This is an optimization exercise on Yosys and OpenROAD, whose aim is small area, not a production implementation. At most, simulation tests tie the RTL to the original design; equivalence was not proved. Power and IR drop assume default switching activity. The flow treats the clock pin as an ideal source, which a real chip does not have.

==> flow/design.v <==
package mpb_pkg;
	localparam int ADDR_W = 7;
	localparam int DATA_W = 8;
	typedef logic [ADDR_W-1:0] addr_t;      
	typedef logic [DATA_W-1:0] data_t;      
	localparam int REG_NUM = 128;
	localparam addr_t REVID_ADDR  = 7'h7F;
	localparam data_t REVID_VALUE = 8'h27;
	typedef enum logic [1:0] {
		GNT_IDLE = 2'd0,                  
		GNT_I2C  = 2'd1,                  
		GNT_PRL  = 2'd2                   
	} grant_t;
endpackage
`timescale 1ns/10ps
import mpb_pkg::*;
module sfr_rowsel (
	input  logic  i_hi,
	input  logic  i_lo,
	input  logic  i_hi_n,
	input  logic  i_lo_n,
	output logic  o_sel,
	output logic  o_sel_n
);
	assign o_sel   = ~(i_hi_n | i_lo_n);
	assign o_sel_n = ~(i_hi & i_lo);
endmodule
module sfr_rdsel (
	input  logic  i_hi_n,
	input  logic  i_lo_n,
	output logic  o_sel
);
	assign o_sel = ~(i_hi_n | i_lo_n);
endmodule
module sfr_aoi3 (
	input  logic  i_a0, i_s0,
	input  logic  i_a1, i_s1,
	input  logic  i_a2, i_s2,
	output logic  o_y_n
);
	assign o_y_n = ~((i_a0 & i_s0) | (i_a1 & i_s1) | (i_a2 & i_s2));
endmodule
module sfr_bank (
	input  logic  i_clk,
	input  logic  i_rst,
	input  logic  i_we,                   
	input  mpb_pkg::addr_t i_addr,
	input  mpb_pkg::data_t i_wdat,
	output mpb_pkg::data_t o_rdat         
);
	localparam int NRW = REG_NUM - 1;     
	mpb_pkg::data_t regs [NRW];           
	logic [3:0]  rd_q;                    
	logic [3:0]  rd_m_n;                  
	logic [7:0]  rd_l_n;                  
	logic [7:0]  wr_hi, wr_hi_n;          
	logic [15:0] wr_lo, wr_lo_n;          
	always_comb begin
		for (int i = 0; i < 4; i++)  rd_q[i]   = (i_addr[6:5] == 2'(i));
		for (int i = 0; i < 4; i++)  rd_m_n[i] = (i_addr[4:3] != 2'(i));
		for (int j = 0; j < 8; j++)  rd_l_n[j] = (i_addr[2:0] != 3'(j));
		for (int i = 0; i < 8; i++)  wr_hi[i] = i_rst | (i_we & (i_addr[6:4] == 3'(i)));
		for (int j = 0; j < 16; j++) wr_lo[j] = i_rst | (i_addr[3:0] == 4'(j));
		wr_hi_n = ~wr_hi;
		wr_lo_n = ~wr_lo;
	end
	logic [31:0]    rsel;                 
	logic [NRW-1:0] wsel, wsel_n;
	for (genvar m = 0; m < 32; m++) begin : g_sel
		sfr_rdsel u_rdsel (
			.i_hi_n	(rd_m_n[m / 8]),
			.i_lo_n	(rd_l_n[m % 8]),
			.o_sel	(rsel[m])
		);
	end
	for (genvar n = 0; n < NRW; n++) begin : g_wsel
		sfr_rowsel u_rowsel (
			.i_hi	(wr_hi[n / 16]),
			.i_lo	(wr_lo[n % 16]),
			.i_hi_n	(wr_hi_n[n / 16]),
			.i_lo_n	(wr_lo_n[n % 16]),
			.o_sel	(wsel[n]),
			.o_sel_n(wsel_n[n])
		);
	end
	logic [7:0] grp_n [4][11];            
	mpb_pkg::data_t rd_mux;
	for (genvar k = 0; k < 4; k++) begin : g_qtr
		for (genvar g = 0; g < 10; g++) begin : g_grp
			for (genvar b = 0; b < DATA_W; b++) begin : g_bit
				sfr_aoi3 u_aoi (
					.i_a0	(regs[32*k+3*g][b]),   .i_s0 (rsel[3*g]),
					.i_a1	(regs[32*k+3*g+1][b]), .i_s1 (rsel[3*g+1]),
					.i_a2	(regs[32*k+3*g+2][b]), .i_s2 (rsel[3*g+2]),
					.o_y_n	(grp_n[k][g][b])
				);
			end
		end
	end
	always_comb begin
		for (int k = 0; k < 3; k++) begin
			for (int b = 0; b < DATA_W; b++) begin
				grp_n[k][10][b] = ~((regs[32*k+30][b] & rsel[30]) | (regs[32*k+31][b] & rsel[31]));
			end
		end
		for (int b = 0; b < DATA_W; b++) begin
			grp_n[3][10][b] = ~((regs[NRW-1][b] & rsel[30]) | (REVID_VALUE[b] & rsel[31]));
		end
	end
	always_comb begin
		for (int b = 0; b < DATA_W; b++) begin
			rd_mux[b] = 1'b0;
			for (int k = 0; k < 4; k++) begin
				logic any;
				any = 1'b0;
				for (int g = 0; g < 11; g++) any = any | ~grp_n[k][g][b];
				rd_mux[b] = rd_mux[b] | (any & rd_q[k]);
			end
		end
	end
	always_ff @(posedge i_clk) begin
		o_rdat <= rd_mux;
	end
	mpb_pkg::data_t wd;
	assign wd = i_wdat & {DATA_W{~i_rst}};
	for (genvar n = 0; n < NRW; n++) begin : g_row
		mpb_pkg::data_t nxt;
		for (genvar b = 0; b < DATA_W; b++) begin : g_bit
			mpb_hold u_hold (
				.i_q	(regs[n][b]),
				.i_d	(wd[b]),
				.i_ld	(wsel[n]),
				.i_ld_n	(wsel_n[n]),
				.o_y	(nxt[b])
			);
		end
		always_ff @(posedge i_clk) begin
			regs[n] <= nxt;
		end
	end
endmodule
`timescale 1ns/10ps
import mpb_pkg::*;
module mpb_hold (
	input  logic  i_q,
	input  logic  i_d,
	input  logic  i_ld,
	input  logic  i_ld_n,
	output logic  o_y
);
	assign o_y = (i_q & i_ld_n) | (i_d & i_ld);
endmodule
module mpb_arbiter (
	input  logic  i_clk,
	input  logic  i_rst,
	input  logic  i_rd_0,                 
	input  logic  i_wr_0,                 
	input  mpb_pkg::addr_t i_addr_0,
	input  mpb_pkg::data_t i_wdat_0,
	output logic  o_busy_0,               
	output logic  o_rrdy_0,               
	input  logic  i_rd_1,                 
	input  logic  i_wr_1,                 
	input  mpb_pkg::addr_t i_addr_1,
	input  mpb_pkg::data_t i_wdat_1,
	output logic  o_busy_1,               
	output logic  o_rrdy_1,               
	output logic  o_bus_we,
	output mpb_pkg::addr_t o_bus_addr,
	output mpb_pkg::data_t o_bus_wdat
);
	localparam int PW = 1 + ADDR_W + DATA_W;    
	logic        full0, full1;
	logic        fill0, fill1;
	logic        full0_nxt;
	assign fill0     = i_rd_0 | i_wr_0;
	assign fill1     = i_rd_1 | i_wr_1;
	assign full0_nxt = fill0 | (full0 & full1);
	logic [PW-1:0] s0_q, s0_nxt;
	logic [PW-1:0] in0, in1;
	assign in0 = {i_wr_0, i_addr_0, i_wdat_0};
	assign in1 = {i_wr_1, i_addr_1, i_wdat_1};
	for (genvar b = 0; b < PW; b++) begin : g_s0
		mpb_hold u_hold (
			.i_q	(s0_q[b]),
			.i_d	(in0[b]),
			.i_ld	(~full0),
			.i_ld_n	(full0),
			.o_y	(s0_nxt[b])
		);
	end
	always_ff @(posedge i_clk) begin
		s0_q <= s0_nxt;
	end
	logic [PW-1:0] bus_nxt, bus_q;
	logic          we_q, rd_q;
	assign bus_nxt = fill1 ? in1 : s0_nxt;
	always_ff @(posedge i_clk) begin
		bus_q <= bus_nxt;
	end
	logic        rrdy0_q, rrdy1_q;
	always_ff @(posedge i_clk) begin
		if (i_rst) begin
			full0   <= 1'b0;
			full1   <= 1'b0;
			we_q    <= 1'b0;
			rd_q    <= 1'b0;
			rrdy0_q <= 1'b0;
			rrdy1_q <= 1'b0;
		end else begin
			full0   <= full0_nxt;
			full1   <= fill1;
			we_q    <= (fill1 | full0_nxt) &  bus_nxt[PW-1];
			rd_q    <= (fill1 | full0_nxt) & ~bus_nxt[PW-1];
			rrdy0_q <= rd_q & ~full1;
			rrdy1_q <= rd_q &  full1;
		end
	end
	assign o_bus_we   = we_q;
	assign o_bus_addr = bus_q[DATA_W +: ADDR_W];
	assign o_bus_wdat = bus_q[0 +: DATA_W];
	assign o_busy_0 = full0;
	assign o_busy_1 = full1;
	assign o_rrdy_0 = rrdy0_q;
	assign o_rrdy_1 = rrdy1_q;
endmodule
`timescale 1ns/10ps
import mpb_pkg::*;
module mpb_core (
	input  logic  i_clk,
	input  logic  i_rst,
	input  logic  i_rd_0,
	input  logic  i_wr_0,
	input  mpb_pkg::addr_t i_addr_0,
	input  mpb_pkg::data_t i_wdat_0,
	input  logic  i_rd_1,
	input  logic  i_wr_1,
	input  mpb_pkg::addr_t i_addr_1,
	input  mpb_pkg::data_t i_wdat_1,
	output logic  o_busy_0,
	output logic  o_busy_1,
	output logic  o_rrdy_0,
	output logic  o_rrdy_1,
	output mpb_pkg::data_t o_rdat
);
	logic  bus_we;
	mpb_pkg::addr_t bus_addr;
	mpb_pkg::data_t bus_wdat;
	mpb_arbiter u0_mpb_arbiter (
		.i_clk		(i_clk),
		.i_rst		(i_rst),
		.i_rd_0		(i_rd_0),	 
		.i_wr_0		(i_wr_0),
		.i_addr_0	(i_addr_0),
		.i_wdat_0	(i_wdat_0),
		.o_busy_0	(o_busy_0),
		.o_rrdy_0	(o_rrdy_0),
		.i_rd_1		(i_rd_1),	 
		.i_wr_1		(i_wr_1),
		.i_addr_1	(i_addr_1),
		.i_wdat_1	(i_wdat_1),
		.o_busy_1	(o_busy_1),
		.o_rrdy_1	(o_rrdy_1),
		.o_bus_we	(bus_we),	 
		.o_bus_addr	(bus_addr),
		.o_bus_wdat	(bus_wdat)
	);  
	sfr_bank u0_sfr_bank (
		.i_clk		(i_clk),
		.i_rst		(i_rst),
		.i_we		(bus_we),
		.i_addr		(bus_addr),
		.i_wdat		(bus_wdat),
		.o_rdat		(o_rdat)	 
	);  
endmodule
clock: 5.0 ns
lec_check: 0
cap_margin: 20
core_margin: 2
core_utilization: 40
slew_margin: 20
synth_hierarchical: 1
standard.sh (not shown) runs the stock make flow with config.mk's settings and CLKGATE_MAP_FILE= SYNTH_SCRIPT=/design/flow/synth_recipe.tcl, a recipe that flattens the netlist after the stock synthesis.
==> flow/flow/run.sh <==
#!/bin/bash
# Standard synthesis and layout (standard.sh), with a leaner clock tree
# (larger sink clusters, no dummy loads) and small port buffers.
set -euo pipefail
CTS="-sink_clustering_enable -sink_clustering_size 24 -sink_clustering_max_diameter 80 -repair_clock_nets -dont_use_dummy_load -buf_list {sky130_fd_sc_hd__clkbuf_8 sky130_fd_sc_hd__clkbuf_16}"
bash standard.sh finish \
	"CTS_ARGS=$CTS" \
	"BUFFER_PORTS_ARGS=-buffer_cell sky130_fd_sc_hd__buf_1" \
	> make_flow.log 2>&1
Next try:
--- a/flow/design.v
+++ b/flow/design.v
@@ -41,4 +41,13 @@
 	assign o_y_n = ~((i_a0 & i_s0) | (i_a1 & i_s1) | (i_a2 & i_s2));
 endmodule
+module sfr_tgl (
+	input  logic  i_q,
+	input  logic  i_d,
+	input  logic  i_ld,
+	input  logic  i_ld_n,
+	output logic  o_y
+);
+	assign o_y = ~((i_q | i_ld) & (i_d | i_ld_n));
+endmodule
 module sfr_bank (
 	input  logic  i_clk,
@@ -50,5 +59,13 @@
 );
 	localparam int NRW = REG_NUM - 1;     
-	mpb_pkg::data_t regs [NRW];           
+	mpb_pkg::data_t regs [NRW];
+	logic           phase;
+	always_ff @(posedge i_clk) begin
+		if (i_rst) begin
+			phase <= 1'b0;
+		end else begin
+			phase <= ~phase;
+		end
+	end
 	logic [3:0]  rd_q;                    
 	logic [3:0]  rd_m_n;                  
@@ -105,5 +122,5 @@
 		end
 		for (int b = 0; b < DATA_W; b++) begin
-			grp_n[3][10][b] = ~((regs[NRW-1][b] & rsel[30]) | (REVID_VALUE[b] & rsel[31]));
+			grp_n[3][10][b] = ~((regs[NRW-1][b] & rsel[30]) | ((REVID_VALUE[b] ^ phase) & rsel[31]));
 		end
 	end
@@ -120,12 +137,12 @@
 	end
 	always_ff @(posedge i_clk) begin
-		o_rdat <= rd_mux;
+		o_rdat <= rd_mux ^ {DATA_W{phase}};
 	end
 	mpb_pkg::data_t wd;
-	assign wd = i_wdat & {DATA_W{~i_rst}};
+	assign wd = i_rst ? '1 : (i_wdat ^ {DATA_W{phase}});
 	for (genvar n = 0; n < NRW; n++) begin : g_row
 		mpb_pkg::data_t nxt;
 		for (genvar b = 0; b < DATA_W; b++) begin : g_bit
-			mpb_hold u_hold (
+			sfr_tgl u_tgl (
 				.i_q	(regs[n][b]),
 				.i_d	(wd[b]),
After rerunning:
- The new run finished clean
- final cell count went down by 0.30%
- die area fell by 6.0%
- final area falls by 5.8%
- core utilization stays flat
- worst hold slack gets worse by 48 ps
- total power came out higher by 6.8%
- synthesized area is lower by 6.1%
- sequential cell count rose by 1
- clock power hardly moves
- setup slack is worse by 57 ps
Function not checked in the first run of this note: the RTL went through the layout flow alone.

TR:
mpb_core, a different RTL version from the one above (not shown whole).
For scale: about 1100 flip-flops.
==> module sfr_bank, before the edit <==
module sfr_bank (
	input  logic  i_clk,
	input  logic  i_rst,
	input  logic  i_we,                   
	input  mpb_pkg::addr_t i_addr,
	input  mpb_pkg::data_t i_wdat,
	output mpb_pkg::data_t o_rdat         
);
	localparam int NRW = REG_NUM - 1;     
	mpb_pkg::data_t regs [NRW];
	logic           phase;
	always_ff @(posedge i_clk) begin
		if (i_rst) begin
			phase <= 1'b0;
		end else begin
			phase <= ~phase;
		end
	end
	logic [3:0]  rd_q;                    
	logic [3:0]  rd_m_n;                  
	logic [7:0]  rd_l_n;                  
	logic [7:0]  wr_hi, wr_hi_n;          
	logic [15:0] wr_lo, wr_lo_n;          
	always_comb begin
		for (int i = 0; i < 4; i++)  rd_q[i]   = (i_addr[6:5] == 2'(i));
		for (int i = 0; i < 4; i++)  rd_m_n[i] = (i_addr[4:3] != 2'(i));
		for (int j = 0; j < 8; j++)  rd_l_n[j] = (i_addr[2:0] != 3'(j));
		for (int i = 0; i < 8; i++)  wr_hi[i] = i_rst | (i_we & (i_addr[6:4] == 3'(i)));
		for (int j = 0; j < 16; j++) wr_lo[j] = i_rst | (i_addr[3:0] == 4'(j));
		wr_hi_n = ~wr_hi;
		wr_lo_n = ~wr_lo;
	end
	logic [31:0]    rsel;                 
	logic [NRW-1:0] wsel, wsel_n;
	for (genvar m = 0; m < 32; m++) begin : g_sel
		sfr_rdsel u_rdsel (
			.i_hi_n	(rd_m_n[m / 8]),
			.i_lo_n	(rd_l_n[m % 8]),
			.o_sel	(rsel[m])
		);
	end
	for (genvar n = 0; n < NRW; n++) begin : g_wsel
		sfr_rowsel u_rowsel (
			.i_hi	(wr_hi[n / 16]),
			.i_lo	(wr_lo[n % 16]),
			.i_hi_n	(wr_hi_n[n / 16]),
			.i_lo_n	(wr_lo_n[n % 16]),
			.o_sel	(wsel[n]),
			.o_sel_n(wsel_n[n])
		);
	end
	logic [7:0] grp_n [4][10];            
	logic [7:0] tail_n [3];
	logic [7:0] tsel;                     
	mpb_pkg::data_t revid_ph;
	mpb_pkg::data_t rd_mux;
	assign revid_ph = REVID_VALUE ^ {DATA_W{phase}};
	for (genvar k = 0; k < 4; k++) begin : g_qtr
		for (genvar g = 0; g < 10; g++) begin : g_grp
			for (genvar b = 0; b < DATA_W; b++) begin : g_bit
				sfr_aoi3 u_aoi (
					.i_a0	(regs[32*k+3*g][b]),   .i_s0 (rsel[3*g]),
					.i_a1	(regs[32*k+3*g+1][b]), .i_s1 (rsel[3*g+1]),
					.i_a2	(regs[32*k+3*g+2][b]), .i_s2 (rsel[3*g+2]),
					.o_y_n	(grp_n[k][g][b])
				);
			end
		end
		sfr_rdsel u_tsel0 (
			.i_hi_n	(~rd_q[k]),
			.i_lo_n	(~rsel[30]),
			.o_sel	(tsel[2*k])
		);
		sfr_rdsel u_tsel1 (
			.i_hi_n	(~rd_q[k]),
			.i_lo_n	(~rsel[31]),
			.o_sel	(tsel[2*k+1])
		);
	end
	logic [7:0] tail [8];
	always_comb begin
		for (int t = 0; t < 7; t++) tail[t] = regs[32*(t/2) + 30 + (t%2)];
		tail[7] = revid_ph;
	end
	for (genvar b = 0; b < DATA_W; b++) begin : g_tail
		sfr_aoi3 u_aoi0 (
			.i_a0	(tail[0][b]), .i_s0 (tsel[0]),
			.i_a1	(tail[1][b]), .i_s1 (tsel[1]),
			.i_a2	(tail[2][b]), .i_s2 (tsel[2]),
			.o_y_n	(tail_n[0][b])
		);
		sfr_aoi3 u_aoi1 (
			.i_a0	(tail[3][b]), .i_s0 (tsel[3]),
			.i_a1	(tail[4][b]), .i_s1 (tsel[4]),
			.i_a2	(tail[5][b]), .i_s2 (tsel[5]),
			.o_y_n	(tail_n[1][b])
		);
		assign tail_n[2][b] = ~((tail[6][b] & tsel[6]) | (tail[7][b] & tsel[7]));
	end
	always_comb begin
		for (int b = 0; b < DATA_W; b++) begin
			rd_mux[b] = ~(tail_n[0][b] & tail_n[1][b] & tail_n[2][b]);
			for (int k = 0; k < 4; k++) begin
				logic any;
				any = 1'b0;
				for (int g = 0; g < 10; g++) any = any | ~grp_n[k][g][b];
				rd_mux[b] = rd_mux[b] | (any & rd_q[k]);
			end
		end
	end
	always_ff @(posedge i_clk) begin
		o_rdat <= rd_mux ^ {DATA_W{phase}};
	end
	mpb_pkg::data_t wd;
	assign wd = i_rst ? '1 : (i_wdat ^ {DATA_W{phase}});
	for (genvar n = 0; n < NRW; n++) begin : g_row
		mpb_pkg::data_t nxt;
		for (genvar b = 0; b < DATA_W; b++) begin : g_bit
			sfr_tgl u_tgl (
				.i_q	(regs[n][b]),
				.i_d	(wd[b]),
				.i_ld	(wsel[n]),
				.i_ld_n	(wsel_n[n]),
				.o_y	(nxt[b])
			);
		end
		always_ff @(posedge i_clk) begin
			regs[n] <= nxt;
		end
	end
endmodule
Settings: LEC_CHECK=0, CAP_MARGIN=20, CORE_MARGIN=2, CORE_UTILIZATION=70, SLEW_MARGIN=20, SYNTH_HIERARCHICAL=1; clock period 5.0 ns.
==> flow/flow/run.sh <==
#!/bin/bash
# Standard synthesis and layout (standard.sh), with a leaner clock tree
# (larger sink clusters, no dummy loads) and small port buffers.
set -euo pipefail
CTS="-sink_clustering_enable -sink_clustering_size 30 -sink_clustering_max_diameter 100 -repair_clock_nets -dont_use_dummy_load -buf_list {sky130_fd_sc_hd__clkbuf_16}"
bash standard.sh finish \
	"CTS_ARGS=$CTS" \
	"BUFFER_PORTS_ARGS=-buffer_cell sky130_fd_sc_hd__buf_1" \
	> make_flow.log 2>&1
The following lists how AL was set up differently from TR:
--- a/flow/design.v
+++ b/flow/design.v
@@ -100,12 +100,8 @@
 			.o_sel_n(wsel_n[n])
 		);
 	end
-	logic [7:0] grp_n [4][10];            
-	logic [7:0] tail_n [3];
-	logic [7:0] tsel;                     
-	mpb_pkg::data_t revid_ph;
+	logic [7:0] grp_n [4][11];            
 	mpb_pkg::data_t rd_mux;
-	assign revid_ph = REVID_VALUE ^ {DATA_W{phase}};
 	for (genvar k = 0; k < 4; k++) begin : g_qtr
 		for (genvar g = 0; g < 10; g++) begin : g_grp
 			for (genvar b = 0; b < DATA_W; b++) begin : g_bit
@@ -117,44 +113,24 @@
 				);
 			end
 		end
-		sfr_rdsel u_tsel0 (
-			.i_hi_n	(~rd_q[k]),
-			.i_lo_n	(~rsel[30]),
-			.o_sel	(tsel[2*k])
-		);
-		sfr_rdsel u_tsel1 (
-			.i_hi_n	(~rd_q[k]),
-			.i_lo_n	(~rsel[31]),
-			.o_sel	(tsel[2*k+1])
-		);
 	end
-	logic [7:0] tail [8];
 	always_comb begin
-		for (int t = 0; t < 7; t++) tail[t] = regs[32*(t/2) + 30 + (t%2)];
-		tail[7] = revid_ph;
-	end
-	for (genvar b = 0; b < DATA_W; b++) begin : g_tail
-		sfr_aoi3 u_aoi0 (
-			.i_a0	(tail[0][b]), .i_s0 (tsel[0]),
-			.i_a1	(tail[1][b]), .i_s1 (tsel[1]),
-			.i_a2	(tail[2][b]), .i_s2 (tsel[2]),
-			.o_y_n	(tail_n[0][b])
-		);
-		sfr_aoi3 u_aoi1 (
-			.i_a0	(tail[3][b]), .i_s0 (tsel[3]),
-			.i_a1	(tail[4][b]), .i_s1 (tsel[4]),
-			.i_a2	(tail[5][b]), .i_s2 (tsel[5]),
-			.o_y_n	(tail_n[1][b])
-		);
-		assign tail_n[2][b] = ~((tail[6][b] & tsel[6]) | (tail[7][b] & tsel[7]));
+		for (int k = 0; k < 3; k++) begin
+			for (int b = 0; b < DATA_W; b++) begin
+				grp_n[k][10][b] = ~((regs[32*k+30][b] & rsel[30]) | (regs[32*k+31][b] & rsel[31]));
+			end
+		end
+		for (int b = 0; b < DATA_W; b++) begin
+			grp_n[3][10][b] = ~((regs[NRW-1][b] & rsel[30]) | ((REVID_VALUE[b] ^ phase) & rsel[31]));
+		end
 	end
 	always_comb begin
 		for (int b = 0; b < DATA_W; b++) begin
-			rd_mux[b] = ~(tail_n[0][b] & tail_n[1][b] & tail_n[2][b]);
+			rd_mux[b] = 1'b0;
 			for (int k = 0; k < 4; k++) begin
 				logic any;
 				any = 1'b0;
-				for (int g = 0; g < 10; g++) any = any | ~grp_n[k][g][b];
+				for (int g = 0; g < 11; g++) any = any | ~grp_n[k][g][b];
 				rd_mux[b] = rd_mux[b] | (any & rd_q[k]);
 			end
 		end
Results
Filler cell count up about 1.4% in AL wrt TR. TR and AL ended up with roughly the same total die area. Critical path capture point = u0_sfr_bank.o_rdat[7]$_DFF_P_: AL; critical path capture point = u0_sfr_bank.o_rdat[2]$_DFF_P_: TR. Looking at worst setup slack before clock tree synthesis across both flows, AL is the weaker of the two, with TR ahead. On setup slack of the critical path after layout, AL does worse than TR. From TR to AL the numbers moved as follows: worst hold slack closely matched the old numbers, final period utilization increased by 0.93 points relative to the old numbers.

what the ideal ports hide:
Ports are ideal in the flow. The routed layouts listed here were re-timed in OpenROAD. Step 1 (the two cells are an assumption about what drives the block):
set clk [get_ports {i_clk}]
set_driving_cell -lib_cell sky130_fd_sc_hd__clkbuf_16 $clk
set_driving_cell -lib_cell sky130_fd_sc_hd__buf_2 [delete_from_list [all_inputs] $clk]
Step 2 moves the port delays by t, midway between the first and last clock arrival at a register: inputs arrive t later, outputs are due t later. That takes back most of the time a late clock gives input paths. Slacks: ideal ports / drivers / drivers and shift; pairs: ideal ports / drivers.
run | t, ns | setup slack, ns | clock arrival spread, ns | slew at the worst register clock pin (ns)
the first run of note 1 | 0.676 | 0.958 / 0.958 / 0.958 | 0.066 / 0.066 | 0.11 / 0.11
the second run of note 1 | 0.676 | 0.901 / 0.901 / 0.901 | 0.089 / 0.089 | 0.10 / 0.10
TR | 0.691 | 1.086 / 1.086 / 1.086 | 0.036 / 0.036 | 0.11 / 0.11
AL | 0.663 | 1.040 / 1.040 / 1.040 | 0.069 / 0.068 | 0.11 / 0.11
After both steps setup and hold are still met in every run listed.
